Background: an optimization exercise with open tools, aiming at small area and a short achievable clock period. Do not read the settings as production practice.
RTL that was checked went through simulation tests only; none was proved equivalent to the original.
Function not checked in run 2: the RTL went through the layout flow alone.
No activity file was given, so power comes from the tool's default toggle rates.

### design/flow/run.sh
#!/bin/bash
# synth_recipe.tcl (not shown) runs the flow's synth.tcl, then flattens the netlist and writes it again
# the make line also repeats each setting of config.mk as NAME=value (left out here)
make -C /OpenROAD-flow-scripts/flow DESIGN_CONFIG=/design/flow/config.mk WORK_HOME=/design/flow/orfs CLKGATE_MAP_FILE= SYNTH_SCRIPT=/design/flow/synth_recipe.tcl finish
### design/flow/config.mk
export PLATFORM = sky130hd
export DESIGN_NAME = wb_regfile
export DESIGN_NICKNAME = wb_regfile
export VERILOG_FILES = /design/flow/design.v
export SDC_FILE = /design/flow/constraint.sdc
export NUM_CORES = 4
export LEC_CHECK = 0
export CAP_MARGIN = 20
export CORE_MARGIN = 2
export CORE_UTILIZATION = 40
export SLEW_MARGIN = 20
### design/flow/constraint.sdc
create_clock -name core_clock -period 5.5 [get_ports {clk}]
set_input_delay 1.1000 -clock core_clock [delete_from_list [all_inputs] [get_ports {clk}]]
set_output_delay 1.1000 -clock core_clock [all_outputs]
set_load 0.01 [all_outputs]
### design/flow/design.v
package pipe_pkg;
  localparam int DEF_DATA_W = 32;
  localparam int DEF_ADDR_W = 5;
  localparam int DEF_PEND_W = 2;
  typedef logic [DEF_ADDR_W-1:0] reg_sel_t;
  typedef logic [DEF_DATA_W-1:0] word_t;
endpackage
import pipe_pkg::*;
module wb_scoreboard
#(
  parameter int ADDR_W = DEF_ADDR_W,
  parameter int PEND_W = DEF_PEND_W
) (
  input  logic              clk,
  input  logic              reset,
  input  logic              wb_en,
  input  logic [ADDR_W-1:0] wb_sel,
  input  logic              iss_en,
  input  logic [ADDR_W-1:0] iss_sel,
  input  logic [ADDR_W-1:0] rd_sel_a,
  input  logic [ADDR_W-1:0] rd_sel_b,
  output logic              hazard_a,
  output logic              hazard_b,
  output logic              pend_ovf
);
  localparam int NREG = 2**ADDR_W;
  localparam logic [PEND_W-1:0] PEND_MAX = '1;
  logic [NREG-1:0][PEND_W-1:0] w_pend;
  logic [NREG-1:0]             w_ovf_hit;
  logic                        r_ovf;
  logic [PEND_W-1:0]           w_pend_a, w_pend_b;
  for (genvar g = 0; g < NREG; g++) begin : g_reg
    logic              w_iss, w_wb;
    logic [PEND_W-1:0] r_cnt;
    assign w_iss = iss_en && (iss_sel == ADDR_W'(g)) && (g != 0);
    assign w_wb  = wb_en  && (wb_sel  == ADDR_W'(g)) && (g != 0);
    always_ff @(posedge clk) begin
      if (reset)
        r_cnt <= '0;
      else if (w_iss && !w_wb) begin
        if (r_cnt != PEND_MAX) r_cnt <= r_cnt + 1'b1;
      end else if (w_wb && !w_iss) begin
        if (r_cnt != '0) r_cnt <= r_cnt - 1'b1;
      end
    end
    assign w_pend[g]    = r_cnt;
    assign w_ovf_hit[g] = w_iss && !w_wb && (r_cnt == PEND_MAX);
  end
  always_ff @(posedge clk) begin
    if (reset)           r_ovf <= 1'b0;
    else if (|w_ovf_hit) r_ovf <= 1'b1;
  end
  assign pend_ovf = r_ovf;
  assign w_pend_a = w_pend[rd_sel_a];
  assign w_pend_b = w_pend[rd_sel_b];
  always_comb begin
    hazard_a = (rd_sel_a != '0) && (w_pend_a != '0);
    hazard_b = (rd_sel_b != '0) && (w_pend_b != '0);
    if (wb_en && wb_sel == rd_sel_a && w_pend_a == PEND_W'(1)) hazard_a = 1'b0;
    if (wb_en && wb_sel == rd_sel_b && w_pend_b == PEND_W'(1)) hazard_b = 1'b0;
  end
endmodule
import pipe_pkg::*;
module wb_regfile
#(
  parameter int DATA_W = DEF_DATA_W,
  parameter int ADDR_W = DEF_ADDR_W,
  parameter int PEND_W = DEF_PEND_W
) (
  input  logic              clk,
  input  logic              reset,
  input  logic              wb_en,
  input  logic [ADDR_W-1:0] wb_sel,
  input  logic [DATA_W-1:0] wb_data,
  input  logic              iss_en,
  input  logic [ADDR_W-1:0] iss_sel,
  input  logic [ADDR_W-1:0] rd_sel_a,
  input  logic [ADDR_W-1:0] rd_sel_b,
  output logic [DATA_W-1:0] rd_data_a,
  output logic [DATA_W-1:0] rd_data_b,
  output logic              hazard_a,
  output logic              hazard_b,
  output logic              pend_ovf
);
  localparam int NREG = 2**ADDR_W;
  logic [DATA_W-1:0] r_regs [NREG];
  logic              w_wr;
  assign w_wr = wb_en && (wb_sel != '0);
  always_ff @(posedge clk) begin
    if (reset) begin
      for (int i = 0; i < NREG; i++) r_regs[i] <= '0;
    end else if (w_wr) begin
      r_regs[wb_sel] <= wb_data;
    end
  end
  always_comb begin
    rd_data_a = (rd_sel_a == '0) ? '0 : r_regs[rd_sel_a];
    rd_data_b = (rd_sel_b == '0) ? '0 : r_regs[rd_sel_b];
    if (w_wr && wb_sel == rd_sel_a) rd_data_a = wb_data;
    if (w_wr && wb_sel == rd_sel_b) rd_data_b = wb_data;
  end
  wb_scoreboard #(.ADDR_W(ADDR_W), .PEND_W(PEND_W)) u_sb (
    .clk      (clk),
    .reset    (reset),
    .wb_en    (wb_en),
    .wb_sel   (wb_sel),
    .iss_en   (iss_en),
    .iss_sel  (iss_sel),
    .rd_sel_a (rd_sel_a),
    .rd_sel_b (rd_sel_b),
    .hazard_a (hazard_a),
    .hazard_b (hazard_b),
    .pend_ovf (pend_ovf)
  );
endmodule
==> flow_metrics.py, run 1 <==
metrics = {
    "power": {
        "comb_power_share": 0.139,
        "power_mw": 20.31,
        "internal_power_mw": 15.00,
        "switchingPower_mw": 5.315,
        "seqPwrFrac": 0.478,
        "vdd_drop_max_v": 0.0002701,
        "p_leak_nw": 23.80,
        "clockPowerShare": 0.383,
        "powerDensity_nw_per_um2": 295.2,
        "swShare": 0.2616,
    },
    "critical_path": {
        "critPathCaptureType": "output port",
        "critical_path.cell_chain": "buf_8 > buf_4 > buf_12 > mux4_2 > a22o_1 > a211oi_1 > a21oi_1 > a22o_1 > clkdlybuf4s50_1",
        "crit_fanout": 32,
        "path_class": "input port to output port",
        "crit_top_cell": "a22o_1",
        "start_kind": "input port",
        "cp.required_ns": 4.40,
        "critical_path_buf_inv_count": 4,
        "crit_family": "buffers and inverters",
        "max_stage_delay_ns": 0.57,
        "crit_slowest_cell": "a211oi_1",
        "worstPathArrival_ns": 4.24,
    },
    "yosys": {
        "ys_seq_area_frac": 0.5331,
        "synth_seq_cells": 1087,
        "synth_area_um2": 60050,
        "synth_edf_count": 1024,
        "yosysWarningCount": 2,
        "synth.avg_cell_area_um2": 13.55,
        "syn-instance-count": 4432,
        "synth-async-reset-ratio": 0,
        "synth_cell_type_count": 66,
        "synth-main-ff-cell": "edfxtp_1",
    },
    "global_routing": {
        "grt_remaining_overflow": 0,
        "grt_max_degree": 92,
        "antenna_found_initial": 7,
        "grt_pass1_wl_mm": 315.7,
        "grt_usage": 0.2928,
        "grt_pass1_vias": 41520,
    },
    "timing": {
        "fin_crit_sh": 0.9711,
        "worst_pin_slew_ns": 1.229,
        "whs_ns": 0.5362,
        "max_slew_margin": 0.1785,
        "hold_viol_final": 0,
        "fmaxAchievable_mhz": 187.2,
        "rsz0062_at_grt": "no",
        "drv_slew": 0,
        "finalSetupViolCount": 0,
        "finalCriticalPeriod_ns": 5.341,
        "fin_skew_ns": 0.008019,
    },
    "placed_design": {
        "place.gp.congestion": 0.9054,
        "portBuffers": 122,
        "hpwl_mm": 142.8,
        "dp_cells": 6440,
    },
    "die": {
        "core_area_um2": 149400,
        "start_util": 0.4019,
        "dieArea_um2": 153200,
        "num_rows": 142,
        "die_h_um": 391.5,
        "die_x_um": 391.5,
        "ioPinCount": 123,
    },
    "clocking": {
        "cts.sinks": 1087,
        "path_clk_slew_ns": 0.06,
        "postCtsHoldBufs": 0,
        "worst_skew_pair.late_latency_ns": 0.75,
        "clk_path_buf_depth": 3,
        "cts_tree": "done",
        "cts-root-buf": "clkbuf_16",
        "ctsHtreeMaxLevel": 3,
        "numCtsBuffers": 113,
    },
    "hold_path": {
        "hold_path.class": "register to register",
    },
    "detailed_routing": {
        "drc": 0,
        "routed_via_density": 6.393,
        "drtIter0Drc": 6332,
        "avgRoutedWirePerCell_um": 33.95,
        "vias": 42530,
        "first_pass_iters": 7,
        "ant_nets": 0,
        "routed_wl_mm": 225.9,
    },
    "finish": {
        "final_common_cell": "edfxtp_1",
        "areaGrowthSynthToFinish_pct": 14.60,
        "final_cell_mix": "edfxtp_1, and2_1, mux4_2, buf_4, mux2i_1",
        "final_cell_count_no_fill": 6652,
        "nets": 4595,
        "drive_gt1_frac": 0.2216,
    },
    "flow_run": {
        "cap_violations": 0,
    },
    "run_status": {
        "run_status": "complete, no violations",
    },
}
## metrics by stage
stage / TNS (ns) / cell area [µm²] / utilization / setup slack, ns
floorplan: 0 / 60170 / - / 1.529
global placement: -0.01992 / 65140 / 0.4360 / -0.01992
detailed placement: -0.01432 / 65140 / 0.4360 / -0.01432
CTS: 0 / 68800 / 0.4605 / 0.1123
global route: 0 / 68810 / 0.4605 / 0.1018
finish: 0 / 68820 / 0.4606 / 0.1589
## final timing paths
check | to | cells after the start | slack, ns | startpoint
worst max-delay path | rd_data_b[19] | 9 | 0.16 | rd_sel_b[0]
worst min-delay path | u_sb.g_reg[17].r_cnt[1] | 2 | 0.54 | u_sb.g_reg[17].r_cnt[1]
worst max register to register | u_sb.r_ovf | 4 | 4.03 | u_sb.g_reg[18].r_cnt[0]
worst min register to register | u_sb.g_reg[17].r_cnt[1] | 2 | 0.54 | u_sb.g_reg[17].r_cnt[1]
## synth_stat cells (15+ instances only)
| master | count | area share |
|---|---|---|
| and2_1 | 968 | 0.10 |
| nand3_1 | 67 | 0.0056 |
| o211ai_1 | 61 | 0.0076 |
| a221o_1 | 16 | 0.0027 |
| nor2_1 | 56 | 0.0035 |
| o21ai_0 | 78 | 0.0065 |
| edfxtp_1 | 1024 | 0.51 |
| nand2_1 | 189 | 0.012 |
| o221ai_1 | 77 | 0.011 |
| buf_1 | 19 | 0.0012 |
| a221oi_1 | 15 | 0.0022 |
| buf_4 | 26 | 0.0033 |
| a22oi_1 | 70 | 0.0088 |
| clkbuf_1 | 334 | 0.021 |
| nor2b_1 | 25 | 0.0026 |
| nor3_1 | 33 | 0.0028 |
| inv_1 | 40 | 0.0025 |
| buf_2 | 86 | 0.0072 |
| a32o_1 | 25 | 0.0042 |
| a211oi_1 | 71 | 0.0089 |
| mux2i_1 | 219 | 0.037 |
| o22ai_1 | 33 | 0.0034 |
| or2_2 | 18 | 0.0019 |
| dfxtp_1 | 63 | 0.021 |
| a22o_1 | 55 | 0.0080 |
| o21a_1 | 31 | 0.0039 |
| a21oi_1 | 124 | 0.010 |
| mux4_2 | 433 | 0.16 |
## tightest hold or removal path, cell delays in order, from the launching register on
cell     delay, ns
dfxtp_1       0.36
nand2_1       0.07
a21oi_1       0.06
## power groups by stage
stage	combinational [mW]	clock [mW]	sequential (mW)
floorplan	1.55	0	9.78
global placement	2.75	0	9.84
detailed placement	2.76	0	9.87
CTS	2.77	7.82	9.69
global route	2.90	8.12	9.75
finish	2.82	7.79	9.71
## routing by layer
metal / up-vias / global-route usage / routed length, µm
met2: 2817 / 0.4661 / 105500
li1: 17290 / - / -
met1: 21880 / 0.3818 / 83060
met4: 4 / 0.1255 / 10290
met5: - / 0 / 33
met3: 540 / 0.07104 / 26940
## what timing repair did
item                       4_1_cts  5_1_grt
buffers inserted                 0        0
hold endpoints to repair         0        0
setup endpoints to repair        1        1
resized for setup                1        1
## state kept, by name (all words and copies together), names as in the netlist
| register | cells |
|---|---|
| u_sb.r_ovf | 1 |
| r_regs | 1024 |
| u_sb.g.r_cnt | 62 |
## logic make-up after synthesis
logic type / share of synthesized area
xor gates and xnor gates: 0.001458
muxes: 0.2020
DFF: 0.5331
and+or+nand+nor: 0.1404
other: 0.00006245
buffers and inverters: 0.03757
AOI/OAI and AO/OA: 0.08545
## cell type report
type                       count  area [µm²]
sequential                  1087       32010
inverter                      40       150.1
antenna                        5       12.51
multi-input combinational   2857       26240
clock inverter                72       737.0
tap                         2016        2522
fill                       12940       80600
timing repair buffer         440        4228
clock buffer                 135        2920
==> run 2: changes to the inputs <==
--- a/design/flow/design.v
+++ b/design/flow/design.v
@@ -61,6 +61,13 @@
   end
 endmodule
 import pipe_pkg::*;
+module wb_rd_slice #(parameter int N = 32) (
+  input  logic [N-1:0] d,
+  input  logic [N-1:0] s,
+  output logic         y
+);
+  assign y = |(d & s);
+endmodule
 module wb_regfile
 #(
   parameter int DATA_W = DEF_DATA_W,
@@ -83,21 +90,30 @@
   output logic              pend_ovf
 );
   localparam int NREG = 2**ADDR_W;
-  logic [DATA_W-1:0] r_regs [NREG];
-  logic              w_wr;
-  assign w_wr = wb_en && (wb_sel != '0);
-  always_ff @(posedge clk) begin
-    if (reset) begin
-      for (int i = 0; i < NREG; i++) r_regs[i] <= '0;
-    end else if (w_wr) begin
-      r_regs[wb_sel] <= wb_data;
+  logic [NREG-1:0]   w_wdec;    
+  logic [NREG-1:0]   w_asel, w_bsel;
+  logic [DATA_W-1:0] w_wdata;
+  logic [DATA_W-1:0][NREG-1:0] w_cols;    
+  assign w_wdata = reset ? '0 : wb_data;
+  for (genvar g = 1; g < NREG; g++) begin : g_reg
+    logic [DATA_W-1:0] r_q;
+    assign w_wdec[g] = wb_en && (wb_sel == ADDR_W'(g));
+    always_ff @(posedge clk) begin
+      if (reset || w_wdec[g]) r_q <= w_wdata;
     end
+    for (genvar b = 0; b < DATA_W; b++) begin : g_bit
+      assign w_cols[b][g] = r_q[b];
+    end
+    assign w_asel[g] = (rd_sel_a == ADDR_W'(g)) && !w_wdec[g];
+    assign w_bsel[g] = (rd_sel_b == ADDR_W'(g)) && !w_wdec[g];
   end
-  always_comb begin
-    rd_data_a = (rd_sel_a == '0) ? '0 : r_regs[rd_sel_a];
-    rd_data_b = (rd_sel_b == '0) ? '0 : r_regs[rd_sel_b];
-    if (w_wr && wb_sel == rd_sel_a) rd_data_a = wb_data;
-    if (w_wr && wb_sel == rd_sel_b) rd_data_b = wb_data;
+  assign w_wdec[0] = 1'b0;
+  assign w_asel[0] = wb_en && (wb_sel != '0) && (wb_sel == rd_sel_a);
+  assign w_bsel[0] = wb_en && (wb_sel != '0) && (wb_sel == rd_sel_b);
+  for (genvar b = 0; b < DATA_W; b++) begin : g_col
+    assign w_cols[b][0] = wb_data[b];
+    wb_rd_slice #(.N(NREG)) u_a (.d(w_cols[b]), .s(w_asel), .y(rd_data_a[b]));
+    wb_rd_slice #(.N(NREG)) u_b (.d(w_cols[b]), .s(w_bsel), .y(rd_data_b[b]));
   end
   wb_scoreboard #(.ADDR_W(ADDR_W), .PEND_W(PEND_W)) u_sb (
     .clk      (clk),
--- a/design/flow/config.mk
+++ b/design/flow/config.mk
@@ -9,3 +9,5 @@
 export CORE_MARGIN = 2
 export CORE_UTILIZATION = 40
 export SLEW_MARGIN = 20
+export SYNTH_HIERARCHICAL = 1
+export SYNTH_MINIMUM_KEEP_SIZE = 0
==> run 2 against run 1 <==
Compared with the run above: now fails the layout checks on setup timing; combinational power is 39% lower; synthesized cell count shrank 27%; fmax shrank 3.5%; clock skew grew 0.0045 ns; routed wire length is 17% lower; final cell count down 20%; worst hold slack worse by 0.0064 ns; global-route usage rose by 1.5 points; clock power shrank 5.0%; clock-buffer cell count up 8; critical path type unchanged; critical endpoint is now rd_data_a[0].
==> flow_metrics.py, run 2 <==
metrics = {
    "global_routing": {
        "grt_pass1_wl_mm": 259.4,
        "grt_max_degree": 59,
        "grt_pass1_vias": 35520,
        "grt_remaining_overflow": 0,
        "antenna_found_initial": 8,
        "grt_usage": 0.3081,
    },
    "timing": {
        "finalCriticalPeriod_ns": 5.533,
        "setup_tns_ns": -0.06926,
        "max_slew_margin": 0.1972,
        "fin_crit_sh": 1.006,
        "hold_viol_final": 0,
        "rsz0062_at_grt": "yes",
        "worst_pin_slew_ns": 1.204,
        "drv_slew": 0,
        "fmaxAchievable_mhz": 180.7,
        "finalSetupViolCount": 4,
        "worst_slack_ns": -0.03304,
        "fin_skew_ns": 0.01250,
    },
    "critical_path": {
        "critPathCaptureType": "output port",
        "crit_fanout": 14,
        "path_class": "input port to output port",
        "cp.required_ns": 4.40,
        "worstPathArrival_ns": 4.43,
        "start_kind": "input port",
    },
    "finish": {
        "largest_reg_flops": 992,
        "final_cell_mix": "edfxtp_1, a22oi_1, nand4_1, buf_4, clkbuf_16",
        "nets": 3797,
        "drive_gt1_frac": 0.1903,
        "top_register": "g.r_q",
        "final_cell_count_no_fill": 5318,
        "top_regs": "g.r_q x992, u_sb.g.r_cnt x62, u_sb.r_ovf x1",
        "areaGrowthSynthToFinish_pct": 23.37,
        "final_common_cell": "edfxtp_1",
        "final_cell_area_um2": 57160,
    },
    "yosys": {
        "ys_seq_area_frac": 0.6701,
        "synth-async-reset-ratio": 0,
        "synth.avg_cell_area_um2": 14.36,
        "synth-main-ff-cell": "edfxtp_1",
        "synth.most_common_cell": "edfxtp_1",
        "netlist_top_cells_area": "edfxtp_1, a22oi_1, nand4_1, dfxtp_1, a22oi_2",
        "yosys-top-cells-count": "edfxtp_1, a22oi_1, nand4_1",
        "yosysWarningCount": 8,
        "synth_edf_count": 992,
        "yosys.area.top_type": "edfxtp_1",
        "synth_top_area_frac": 0.6429,
        "synth_area_um2": 46330,
        "synth_seq_cells": 1055,
        "synth_cell_type_count": 57,
        "syn-instance-count": 3227,
    },
    "detailed_routing": {
        "first_pass_iters": 9,
        "routed_wl_mm": 186.7,
        "ant_nets": 0,
        "drc": 0,
        "drtIter0Drc": 5633,
        "avgRoutedWirePerCell_um": 35.11,
        "vias": 36990,
        "routed_via_density": 6.956,
    },
    "placed_design": {
        "dp_cells": 5089,
        "portBuffers": 122,
        "place.gp.congestion": 0.9191,
        "hpwl_mm": 119.6,
        "placed_area_um2": 52920,
    },
    "run_status": {
        "run_status": "failed layout checks",
        "violations": "setup timing",
    },
    "clocking": {
        "worst_skew_pair.late_latency_ns": 0.71,
        "ctsHtreeMaxLevel": 3,
        "cts-root-buf": "clkbuf_16",
        "cts.sinks": 1055,
        "cts_tree": "done",
        "postCtsHoldBufs": 0,
        "numCtsBuffers": 112,
        "path_clk_slew_ns": 0.06,
        "clk_path_buf_depth": 3,
    },
    "power": {
        "powerDensity_nw_per_um2": 331.9,
        "power_mw": 18.97,
        "p_leak_nw": 18.42,
        "vdd_drop_max_v": 0.0002622,
    },
    "die": {
        "ioPinCount": 123,
        "start_util": 0.4041,
        "die_h_um": 344.3,
        "dieArea_um2": 118600,
        "die_x_um": 344.3,
        "num_rows": 124,
        "core_area_um2": 114700,
    },
    "hold_path": {
        "hold_path.class": "register to register",
    },
    "flow_run": {
        "cap_violations": 0,
    },
}
==> run 2: cell count changes after synthesis, sizes merged, moves of 124 or more <==
cell	before	now
clkbuf	335	30
and2	968	2
mux2i	219	18
nand2	189	65
mux4	435	25
nand4	4	264
a22oi	70	1024
==> run 2: final timing paths <==
kind,startpoint,end,cells after the start,slack (ns)
min reg2reg,u_sb.g_reg[14].r_cnt[1],u_sb.g_reg[14].r_cnt[0],2,0.53
max,wb_sel[4],rd_data_a[0],11,-0.03
max reg2reg,u_sb.g_reg[6].r_cnt[0],u_sb.r_ovf,5,3.93
min,u_sb.g_reg[14].r_cnt[1],u_sb.g_reg[14].r_cnt[0],2,0.53
==> run 2: logic make-up (layout without fill, tap and decap cells) <==
family                     after synthesis  in the layout  share of synthesized area
AOI/OAI and AO/OA                     1201           1201                     0.1945
xor gates and xnor gates                20             20                   0.003781
adders and majority gates               31             31                   0.008371
buffers and inverters                   70            648                   0.007696
DFF                                   1055           1055                     0.6701
muxes                                   46             46                    0.01709
other                                    0              1                          0
and+or+nand+nor                        804            804                    0.09838
==> run 2: worst max-delay path, stage by stage <==
cell and delay [ns]:
clkdlybuf4s50_1 0.49, or4b_4 0.61, nor2_1 0.13, buf_4 0.15, nor4_4 0.08, buf_6 0.17
buf_4 0.24, a22oi_1 0.22, nand4_1 0.12, or4_1 0.58, clkdlybuf4s50_1 0.52
==> run 2: area by class of cell <==
type / instances / area, µm²
Multi-Input combinational cell: 2102 / 15880
Tap cell: 1512 / 1892
Inverter: 17 / 77.57
Antenna cell: 1 / 2.502
Sequential cell: 1055 / 31050
Clock buffer: 143 / 2940
Clock inverter: 66 / 581.8
Timing Repair Buffer: 422 / 4738
Fill cell: 9633 / 57500
==> run 2: layer usage <==
metal / share of wire / up-vias / GRT usage
li1: - / 15010 / -
met1: 0.36 / 18560 / 0.3945
met2: 0.45 / 2797 / 0.4833
met5: 0.00024 / - / 0
met3: 0.12 / 621 / 0.06812
met4: 0.069 / 6 / 0.1783
==> run 2: repair_timing <==
action	in CTS	in global routing
setup endpoints to repair	58	59
setup buffers	5	12
pin swaps	6	14
gates resized for setup	41	80
cloned	0	0
==> run 2: stage by stage <==
step                setup WS [ns]  utilization  hold slack (ns)
finish                   -0.03304       0.4985           0.5298
global route             -0.08886       0.4985           0.5638
CTS                      -0.07508       0.4941           0.5281
detailed placement        -0.2693       0.4616           0.5198
global placement          -0.3246       0.4608           0.5076
floorplan                 0.04705            -           0.4732
==> run 2: where the power goes <==
part	internal (mW)	total (mW)	switching, mW
sequential	9.51	9.85	0.336
clock	4.15	7.40	3.25
combinational	0.587	1.72	1.13

port drivers added, routing unchanged:
The results above use ideal ports. As a check the final layouts listed here were re-extracted and re-timed, cells and wires unchanged. Step 1 (the two cells are an assumption about what drives the block):
set clk [get_ports {clk}]
set_driving_cell -lib_cell sky130_fd_sc_hd__clkbuf_16 $clk
set_driving_cell -lib_cell sky130_fd_sc_hd__buf_2 [delete_from_list [all_inputs] $clk]
Step 2 adds t to the input delays and takes it off the output delays; t is the mean of the earliest and latest rising clock arrival at the registers after step 1. Input paths then give back, and output paths get back, about the clock's delay inside the block. a / b / c = ideal ports / drivers / drivers and shift; a / b = the first two.
run | t (ns) | setup WS [ns] | latest minus earliest clock arrival (ns) | worst register clock-pin slew, ns | pins driven straight from the clock port
run 1 | 0.824 | 0.159 / 0.109 / 0.109 | 0.053 / 0.053 | 0.07 / 0.07 | 1
run 2 | 0.769 | -0.033 / -0.058 / -0.058 | 0.058 / 0.058 | 0.07 / 0.07 | 1
For run 1, which loses most, drivers alone change the setup slack by -0.050 ns; drivers and shift together by -0.050 ns.
